Context: an optimization exercise on an open-source flow, tuned for small area and few clock cycles. The choices shown serve that exercise and are no tape-out recipe.
Only simulation tests tie the RTL to the original design; equivalence was not proved.
No activity file was given, so power comes from the tool's default toggle rates.

==> inputs of run a <==
==> flow/design.v (excerpt) <==
module text_to_lcd_command_stream #(
	parameter int unsigned PAGE_COUNT = ttlcd_pkg::PageCountDef
) (
	input  logic       clk,
	input  logic       arst_n,
	input  logic       in_valid,
	output logic       in_ready,
	input  logic [7:0] char_code,
	output logic       out_valid,
	input  logic       out_ready,
	output logic [7:0] out_byte,
	output logic       is_data,
	output logic       last
);
export LEC_CHECK = 0
export CAP_MARGIN = 20
export CORE_MARGIN = 2
export CORE_UTILIZATION = 30
export GPL_TIMING_DRIVEN = 0
export PLACE_DENSITY = 0.5
export SLEW_MARGIN = 20
export SYNTH_MEMORY_MAX_BITS = 16384
create_clock -name core_clock -period 5.0 [get_ports {clk}]
standard.sh (not shown) runs the stock make flow with config.mk's settings and CLKGATE_MAP_FILE= SYNTH_SCRIPT=/design/flow/synth_recipe.tcl, a recipe that flattens the netlist after the stock synthesis.
==> flow/flow/run.sh <==
#!/bin/bash
# Layout flow: the standard layout (standard.sh) with these changes to how it is made:
#  - synthesis: ABC maps the combinational logic with flow/abc_area_map.script (choices,
#    then area-oriented mapping) in place of ORFS's abc_area.script, and Yosys's half/full
#    adder extraction is skipped (ADDER_MAP_FILE empty) so ABC optimises those gates with
#    the rest. Registers are mapped by dfflibmap before either step, exactly as in the
#    standard synthesis, and synth_recipe.tcl's flatten and renaming are kept as they are;
#  - every input and output port still gets its own buffer, a sky130_fd_sc_hd__buf_1
#    (BUFFER_PORTS_ARGS) instead of the larger cell buffer_ports picks by default.
# Each tool's output goes to ORFS's logs under orfs/logs/; make's own output to
# make_finish.log here.
set -euo pipefail
W=$(pwd)
sed -e 's#log_cmd abc {\*}$abc_args#log_cmd abc {*}[lreplace $abc_args 1 1 '"$W"'/flow/abc_area_map.script]#' \
	"$FLOW_HOME/scripts/synth.tcl" > "$W/synth_area.tcl"
grep -q 'abc_area_map.script' "$W/synth_area.tcl"
sed -e "s#\$::env(SCRIPTS_DIR)/synth.tcl#$W/synth_area.tcl#" "$W/synth_recipe.tcl" > "$W/synth_wrap.tcl"
grep -q 'synth_area.tcl' "$W/synth_wrap.tcl"
bash "$W/standard.sh" SYNTH_SCRIPT="$W/synth_wrap.tcl" ADDER_MAP_FILE= \
	BUFFER_PORTS_ARGS="-buffer_cell sky130_fd_sc_hd__buf_1" finish > "$W/make_finish.log" 2>&1
==> flow/flow/abc_area_map.script <==
strash
 &get -n
 &dch -f
 &nf -D 3000 -R 1000
 &put
 topo
 stime -c
==> run b (differences from run a) <==
==> flow/flow/abc_area_map.script (replaced) <==
strash
 dc2
 &get -n
 &dch -f
 &nf -R 1000
 &put
 topo
 stime -c
 upsize -D 2000
 dnsize -D 2000
CORE_UTILIZATION = 35   (was 30)
PLACE_DENSITY = 0.65   (was 0.5)
==> results.txt <==
Run a completed with no timing, DRC or antenna violations. Run b completed, yet does not pass: negative setup slack. Against run a, the non-clock buffer count of run b is lower by 15. In clock-buffer cell count, run b and run a do not differ. Against run b, the register-to-register slack of run a is better by 220 ps. Against run b, the sequential share of layout area of run a is lower by 0.55 points. Between run a and run b, the lower final cell count is in run b (gap about 4%, measured against run b). Against run b, the worst setup slack of run a is better by 220 ps. Against run a, the first-iteration DRC count of run b is smaller by about 9%. Core utilization: run a is lower than run b (3.3 points).
==> figures <==
|  | run b | run a |
|---|---|---|
| Layout filler cell count | 880 | 1004 |
| Standard cell core area | 8300 µm² | 9280 µm² |
| Most common library cell in the layout ignoring fill and taps | sky130_fd_sc_hd__nor2_1 | sky130_fd_sc_hd__nand2_1 |
| Final worst clock skew | 6.81 ps | 7.84 ps |
| Share of power burned in registers | 22.2% | 20.4% |
| Setup Viol. Count Final | 1 | 0 |
| Outcome | complete, but fails checks | complete, no violations |
| Reasons for failing layout checks | negative setup slack | - |
| Average detailed-routed wire length per instance | 26.1 µm | 23.8 µm |
| Start point of the critical path | code_q[6] | grp_q[1] |
| Relative slew slack | 21.2% | 48.3% |
| Violation count after the first detailed-route iteration | 672 | 741 |
| Slew at the pin closest to its max-slew limit | 1180 ps | 767 ps |
| Worst path depth | 19 | 17 |
| Num rows | 33 | 35 |
| Dpl cells | 567 | 578 |
| Via count of the first global-routing pass | 3802 | 3766 |
| Largest net degree at the start of global routing | 22 | 19 |
| Power drawn by the combinational cells | 0.00138 W | 0.00140 W |
Testbench counts of run a, summed over its fixed seeds: cycles 84,008.
Testbench counts of run b, summed over its fixed seeds: cycles 84,008.


==> build 33: inputs <==
Another version of the RTL of text_to_lcd_command_stream (not shown whole).
Settings: LEC_CHECK=0, CAP_MARGIN=20, CORE_MARGIN=2, CORE_UTILIZATION=30, GPL_TIMING_DRIVEN=0, PLACE_DENSITY=0.5, SETUP_SLACK_MARGIN=0.2, SLEW_MARGIN=20, SYNTH_MEMORY_MAX_BITS=16384; clock period 5.0 ns.
==> flow/flow/abc_area_map.script <==
strash
 dch -f
 amap
 topo
 stime -c
Scripts as last shown in full above: flow/flow/run.sh
==> trial 65 (differences from build 33) <==
==> flow/flow/abc_area_map.script (replaced) <==
strash
 &get -n
 &dch -f
 &nf -D 3000 -R 1000
 &put
 topo
 stime -c
- SETUP_SLACK_MARGIN: 0.2 -> 0.3
==> results.txt <==
Clk. pwr=roughly 120 µW; Core Area=8810 µm²; WP buf/inv=1; clock latency at the later pin of the worst-skew pair=0.27 ns; Met1 Wirelength=5.28 mm; sequential area share after synthesis=24.7%; worst hold slack=0.486 ns; Max Clock Skew=0.00661 ns; Worst-Margin Slew=1.03 ns; global-route wire length before repair=20.3 mm; FF-to-FF setup slack=0.35 ns; status=complete, no violations; total power draw=1670 µW
-- figures above: trial 65

==> results.txt <==
FF-to-FF setup slack=approximately 0.26 ns; Worst-Margin Slew=0.950 ns; Max Clock Skew=between 0.005 and 0.006 ns; global-route wire length before repair=between 20 and 25 mm; sequential area share after synthesis=between 20% and 30%; WP buf/inv=3; status=complete, no violations; Clk. pwr=125 µW
-- figures above: build 33

Testbench counts of build 33, summed over its fixed seeds: cycles 84,008.
Testbench counts of trial 65, summed over its fixed seeds: cycles 84,008.


==> trial 9: inputs <==
text_to_lcd_command_stream, a different RTL version from the one above (not shown whole).
export LEC_CHECK = 0
export CAP_MARGIN = 20
export CORE_MARGIN = 2
export CORE_UTILIZATION = 30
export GPL_TIMING_DRIVEN = 0
export PLACE_DENSITY = 0.5
export SETUP_SLACK_MARGIN = 0.2
export SLEW_MARGIN = 20
export SYNTH_MEMORY_MAX_BITS = 16384
create_clock -name core_clock -period 5.0 [get_ports {clk}]
==> flow/flow/run.sh <==
#!/bin/bash
# Layout flow: the standard layout (standard.sh) with these changes to how it is made:
#  - synthesis: ABC maps the combinational logic with flow/abc_area_map.script (choices,
#    then area-oriented mapping) in place of ORFS's abc_area.script, and Yosys's half/full
#    adder extraction is skipped (ADDER_MAP_FILE empty) so ABC optimises those gates with
#    the rest. Registers are mapped by dfflibmap before either step, exactly as in the
#    standard synthesis, and synth_recipe.tcl's flatten and renaming are kept as they are;
#  - after global routing, cells off the critical paths are sized down again
#    (RECOVER_POWER, OpenROAD's power recovery, which also recovers area);
#  - every input and output port still gets its own buffer, a sky130_fd_sc_hd__buf_1
#    (BUFFER_PORTS_ARGS) instead of the larger cell buffer_ports picks by default.
# Each tool's output goes to ORFS's logs under orfs/logs/; make's own output to
# make_finish.log here.
set -euo pipefail
W=$(pwd)
sed -e 's#log_cmd abc {\*}$abc_args#log_cmd abc {*}[lreplace $abc_args 1 1 '"$W"'/flow/abc_area_map.script]#' \
	"$FLOW_HOME/scripts/synth.tcl" > "$W/synth_area.tcl"
grep -q 'abc_area_map.script' "$W/synth_area.tcl"
sed -e "s#\$::env(SCRIPTS_DIR)/synth.tcl#$W/synth_area.tcl#" "$W/synth_recipe.tcl" > "$W/synth_wrap.tcl"
grep -q 'synth_area.tcl' "$W/synth_wrap.tcl"
bash "$W/standard.sh" SYNTH_SCRIPT="$W/synth_wrap.tcl" ADDER_MAP_FILE= \
	BUFFER_PORTS_ARGS="-buffer_cell sky130_fd_sc_hd__buf_1" RECOVER_POWER=100 finish > "$W/make_finish.log" 2>&1
==> flow/flow/abc_area_map.script <==
strash
 dc2
 &get -n
 &syn2
 &dch -f
 &nf -R 1000
 &put
 topo
 stime -c
==> trial 75: changes against trial 9 <==
--- a/flow/flow/run.sh
+++ b/flow/flow/run.sh
@@ -7,4 +7,2 @@
 #    standard synthesis, and synth_recipe.tcl's flatten and renaming are kept as they are;
-#  - after global routing, cells off the critical paths are sized down again
-#    (RECOVER_POWER, OpenROAD's power recovery, which also recovers area);
 #  - every input and output port still gets its own buffer, a sky130_fd_sc_hd__buf_1
@@ -21,2 +19,2 @@
 bash "$W/standard.sh" SYNTH_SCRIPT="$W/synth_wrap.tcl" ADDER_MAP_FILE= \
-	BUFFER_PORTS_ARGS="-buffer_cell sky130_fd_sc_hd__buf_1" RECOVER_POWER=100 finish > "$W/make_finish.log" 2>&1
+	BUFFER_PORTS_ARGS="-buffer_cell sky130_fd_sc_hd__buf_1" finish > "$W/make_finish.log" 2>&1
GPL_TIMING_DRIVEN = unset   (was 0)
==> trial 58: changes against trial 9 <==
--- a/flow/flow/run.sh
+++ b/flow/flow/run.sh
@@ -7,4 +7,2 @@
 #    standard synthesis, and synth_recipe.tcl's flatten and renaming are kept as they are;
-#  - after global routing, cells off the critical paths are sized down again
-#    (RECOVER_POWER, OpenROAD's power recovery, which also recovers area);
 #  - every input and output port still gets its own buffer, a sky130_fd_sc_hd__buf_1
@@ -21,2 +19,2 @@
 bash "$W/standard.sh" SYNTH_SCRIPT="$W/synth_wrap.tcl" ADDER_MAP_FILE= \
-	BUFFER_PORTS_ARGS="-buffer_cell sky130_fd_sc_hd__buf_1" RECOVER_POWER=100 finish > "$W/make_finish.log" 2>&1
+	BUFFER_PORTS_ARGS="-buffer_cell sky130_fd_sc_hd__buf_1" finish > "$W/make_finish.log" 2>&1
==> metrics.yaml <==
power_and_ir_drop:
  p_comb_share_pct: 67.9
  p_switching_w: 0.000947
  clk-power_w: 0.000124
place:
  place_area_um2: 3340
  dp_hpwl_um: 11000
  numPlacedInstances: 604
critical_path:
  crit_start: "grp_q[1]$_DFFE_PN0P_"
  reg2reg_slack_ns: 0.55
status:
  status: "timing/DRC/antenna clean"
cells_and_area:
  signal_buffers: 46
  seq_area_share_pct: 20.0
  syn2layout_area_growth_pct: 16.5
  regArea_um2: 681
detailed_routing:
  drt-total-wl_um: 14100
  firstDrtPassIters: 5
timing:
  worstMarginPinSlew_ns: 0.753
grt:
  first_global_vias: 3609
the above is filed under trial 75

==> metrics.yaml <==
synthesis:
  synthXorXnorAreaFrac_pct: 4.51
place:
  numPlacedInstances: 583
  dp_hpwl_um: 9410
power_and_ir_drop:
  p_switching_w: 0.000957
  p_comb_share_pct: 64.5
detailed_routing:
  vias: 3916
  drt-total-wl_um: 13300
  firstDrtPassIters: 6
clock_tree:
  root_buffer: "clkbuf_8"
  postCtsHoldBufs: 0
cells_and_area:
  signal_buffers: 32
  syn2layout_area_growth_pct: 15.4
  seq_area_share_pct: 20.3
  non_clock_inverter_count: 5
grt:
  first_global_vias: 3675
  busiest_layer: "met2"
  grt_max_degree: 27
status:
  status: "timing/DRC/antenna clean"
critical_path:
  crit_start: "code_q[0]$_DFFE_PN_"
  reg2reg_slack_ns: 0.35
timing:
  worstMarginPinSlew_ns: 0.947
the above is filed under trial 9

==> metrics.yaml <==
status:
  status: "timing/DRC/antenna clean"
detailed_routing:
  firstDrtPassIters: 7
  drt-total-wl_um: 13300
place:
  place_area_um2: 3190
  numPlacedInstances: 583
  dp_hpwl_um: 9410
timing:
  worstMarginPinSlew_ns: 0.920
power_and_ir_drop:
  p_switching_w: 0.000956
  clk-power_w: 0.000126
critical_path:
  reg2reg_slack_ns: 0.35
  crit_start: "code_q[0]$_DFFE_PN_"
grt:
  first_global_vias: 3675
the above is filed under trial 58

Testbench counts of trial 9, summed over its fixed seeds: cycles 84,008.
Testbench counts of trial 75, summed over its fixed seeds: cycles 84,008.
Testbench counts of trial 58, summed over its fixed seeds: cycles 84,008.


==> inputs of job 8580 <==
text_to_lcd_command_stream with an RTL version that a note above also has.
Design text_to_lcd_command_stream, start of the top module:
module text_to_lcd_command_stream #(
	parameter int unsigned PAGE_COUNT = ttlcd_pkg::PageCountDef
) (
	input  logic       clk,
	input  logic       arst_n,
	input  logic       in_valid,
	output logic       in_ready,
	input  logic [7:0] char_code,
	output logic       out_valid,
	input  logic       out_ready,
	output logic [7:0] out_byte,
	output logic       is_data,
	output logic       last
);
	localparam int unsigned PageW = (PAGE_COUNT > 1) ? $clog2(PAGE_COUNT) : 1;
	localparam logic [PageW-1:0] PageMax = PageW'(PAGE_COUNT - 1);
	logic [3:0]       grp_q;
	logic [1:0]       pos_q;
	logic [6:0]       code_q;    
	logic [3:0]       cell_q;    
	logic [PageW-1:0] page_q;
	logic       idle;
	logic       last_byte;
	logic       take;
	logic       step;
	logic [7:0] col_cur;
	logic [7:0] mirrored;
	logic [6:0] glyph;
	logic [6:0] glyph_q;
	logic       shown;
	assign idle = grp_q[3] & (pos_q == 2'd3);
	assign last_byte = grp_q[3] & (pos_q == 2'd2);
	assign in_ready = idle | (last_byte & out_ready);
	assign take = in_valid & in_ready;
	assign step = out_ready & ~idle;
	always_ff @(posedge clk or negedge arst_n) begin
		if (!arst_n) begin
			grp_q <= 4'd8;
			pos_q <= 2'd3;
			cell_q <= '0;
			page_q <= '0;
		end else begin
			if (take) begin
				grp_q <= '0;
				pos_q <= '0;
			end else if (step) begin
				{grp_q, pos_q} <= {grp_q, pos_q} + 6'd1;
			end
			if (step & last_byte) begin
				{page_q, cell_q} <= {page_q, cell_q} + 7'd1;
			end
		end
	end
	always_ff @(posedge clk) begin
		if (in_ready) begin
			code_q <= {char_code[6:5] & ~{2{char_code[7]}}, char_code[4:0]};
		end
	end
	assign col_cur = {1'b0, cell_q, 3'b000} + {4'b0, grp_q};
	assign mirrored = ttlcd_pkg::LastColumn - col_cur;
	ttlcd_rom u_font (
		.code(code_q),
		.col (grp_q),
		.data(glyph),
		.shown(shown)
	);
	always_ff @(posedge clk) begin
		glyph_q <= glyph;
	end
	assign out_valid = ~idle;
	assign is_data = (pos_q == 2'd3);
	assign last = last_byte;
	always_comb begin
		case (pos_q)
			2'd0: out_byte = ttlcd_pkg::CmdPage + 8'(page_q);
  ...
export LEC_CHECK = 0
export CAP_MARGIN = 20
export CORE_MARGIN = 2
export CORE_UTILIZATION = 30
export GPL_TIMING_DRIVEN = 0
export PLACE_DENSITY = 0.5
export SETUP_SLACK_MARGIN = 0.2
export SLEW_MARGIN = 20
export SYNTH_MEMORY_MAX_BITS = 16384
create_clock -name core_clock -period 5.0 [get_ports {clk}]
==> flow/flow/run.sh <==
#!/bin/bash
# Layout flow: the standard layout (standard.sh) with these changes to how it is made:
#  - synthesis: ABC maps the combinational logic with flow/abc_area_map.script (choices,
#    then area-oriented mapping) in place of ORFS's abc_area.script, and Yosys's half/full
#    adder extraction is skipped (ADDER_MAP_FILE empty) so ABC optimises those gates with
#    the rest. Registers are mapped by dfflibmap before either step, exactly as in the
#    standard synthesis, and synth_recipe.tcl's flatten and renaming are kept as they are;
#  - every input and output port still gets its own buffer, a sky130_fd_sc_hd__buf_1
#    (BUFFER_PORTS_ARGS) instead of the larger cell buffer_ports picks by default.
# Each tool's output goes to ORFS's logs under orfs/logs/; make's own output to
# make_finish.log here.
set -euo pipefail
W=$(pwd)
sed -e 's#log_cmd abc {\*}$abc_args#log_cmd abc {*}[lreplace $abc_args 1 1 '"$W"'/flow/abc_area_map.script]#' \
	"$FLOW_HOME/scripts/synth.tcl" > "$W/synth_area.tcl"
grep -q 'abc_area_map.script' "$W/synth_area.tcl"
sed -e "s#\$::env(SCRIPTS_DIR)/synth.tcl#$W/synth_area.tcl#" "$W/synth_recipe.tcl" > "$W/synth_wrap.tcl"
grep -q 'synth_area.tcl' "$W/synth_wrap.tcl"
bash "$W/standard.sh" SYNTH_SCRIPT="$W/synth_wrap.tcl" ADDER_MAP_FILE= \
	BUFFER_PORTS_ARGS="-buffer_cell sky130_fd_sc_hd__buf_1" finish > "$W/make_finish.log" 2>&1
Scripts as last shown in full above: flow/flow/abc_area_map.script
==> inputs of job 5956, as changes to job 8580 <==
==> flow/flow/abc_area_map.script (replaced) <==
strash
 &get -n
 &dch -f
 &nf -D 3000 -R 1000
 &put
 topo
 stime -c
Settings changed: PLACE_DENSITY 0.5 to 0.55, SETUP_SLACK_MARGIN 0.2 to 0.3.
==> summary of the runs <==
Against job 8580, the via count of job 5956 is lower by about 3.5%. Of job 5956 and job 8580, job 5956 has the higher sequential share of layout area (gap 1.1 points). Maximum frequency: job 5956 is smaller than job 8580 (about 2.7%). In job 8580 the core utilization is higher than in job 5956, by 0.31 points.
Testbench counts of job 8580, summed over its fixed seeds: cycles 84,008.
Testbench counts of job 5956, summed over its fixed seeds: cycles 84,008.

==> afterwards: timing with drivers on the ports <==
Ports are ideal in the flow. The routed layouts listed here were re-timed in OpenROAD.
Step 1: set_driving_cell puts a clkbuf_16 on clk and a buf_2 on each other input, an assumption about the parent block.
Step 2 also shifts input and output timing later by t, the mid clock arrival at the registers, as if the neighbouring blocks saw the same clock.
Slacks: ideal / step 1 / step 2; pairs: ideal / step 1.
run	shift t [ns]	slack for setup (ns)	worst slew at a driven data input, ns
run a	0.296	0.135 / 0.135 / 0.135	0.04
run b	0.299	-0.080 / -0.080 / -0.080	0.04
build 33	0.303	0.259 / 0.259 / 0.259	0.03
trial 65	0.294	0.345 / 0.345 / 0.345	0.03
trial 9	0.298	0.350 / 0.350 / 0.350	0.03
trial 75	0.296	0.555 / 0.555 / 0.555	0.03
trial 58	0.297	0.345 / 0.345 / 0.345	0.03
job 8580	0.292	0.453 / 0.453 / 0.453	0.03
job 5956	0.290	0.328 / 0.328 / 0.328	0.03
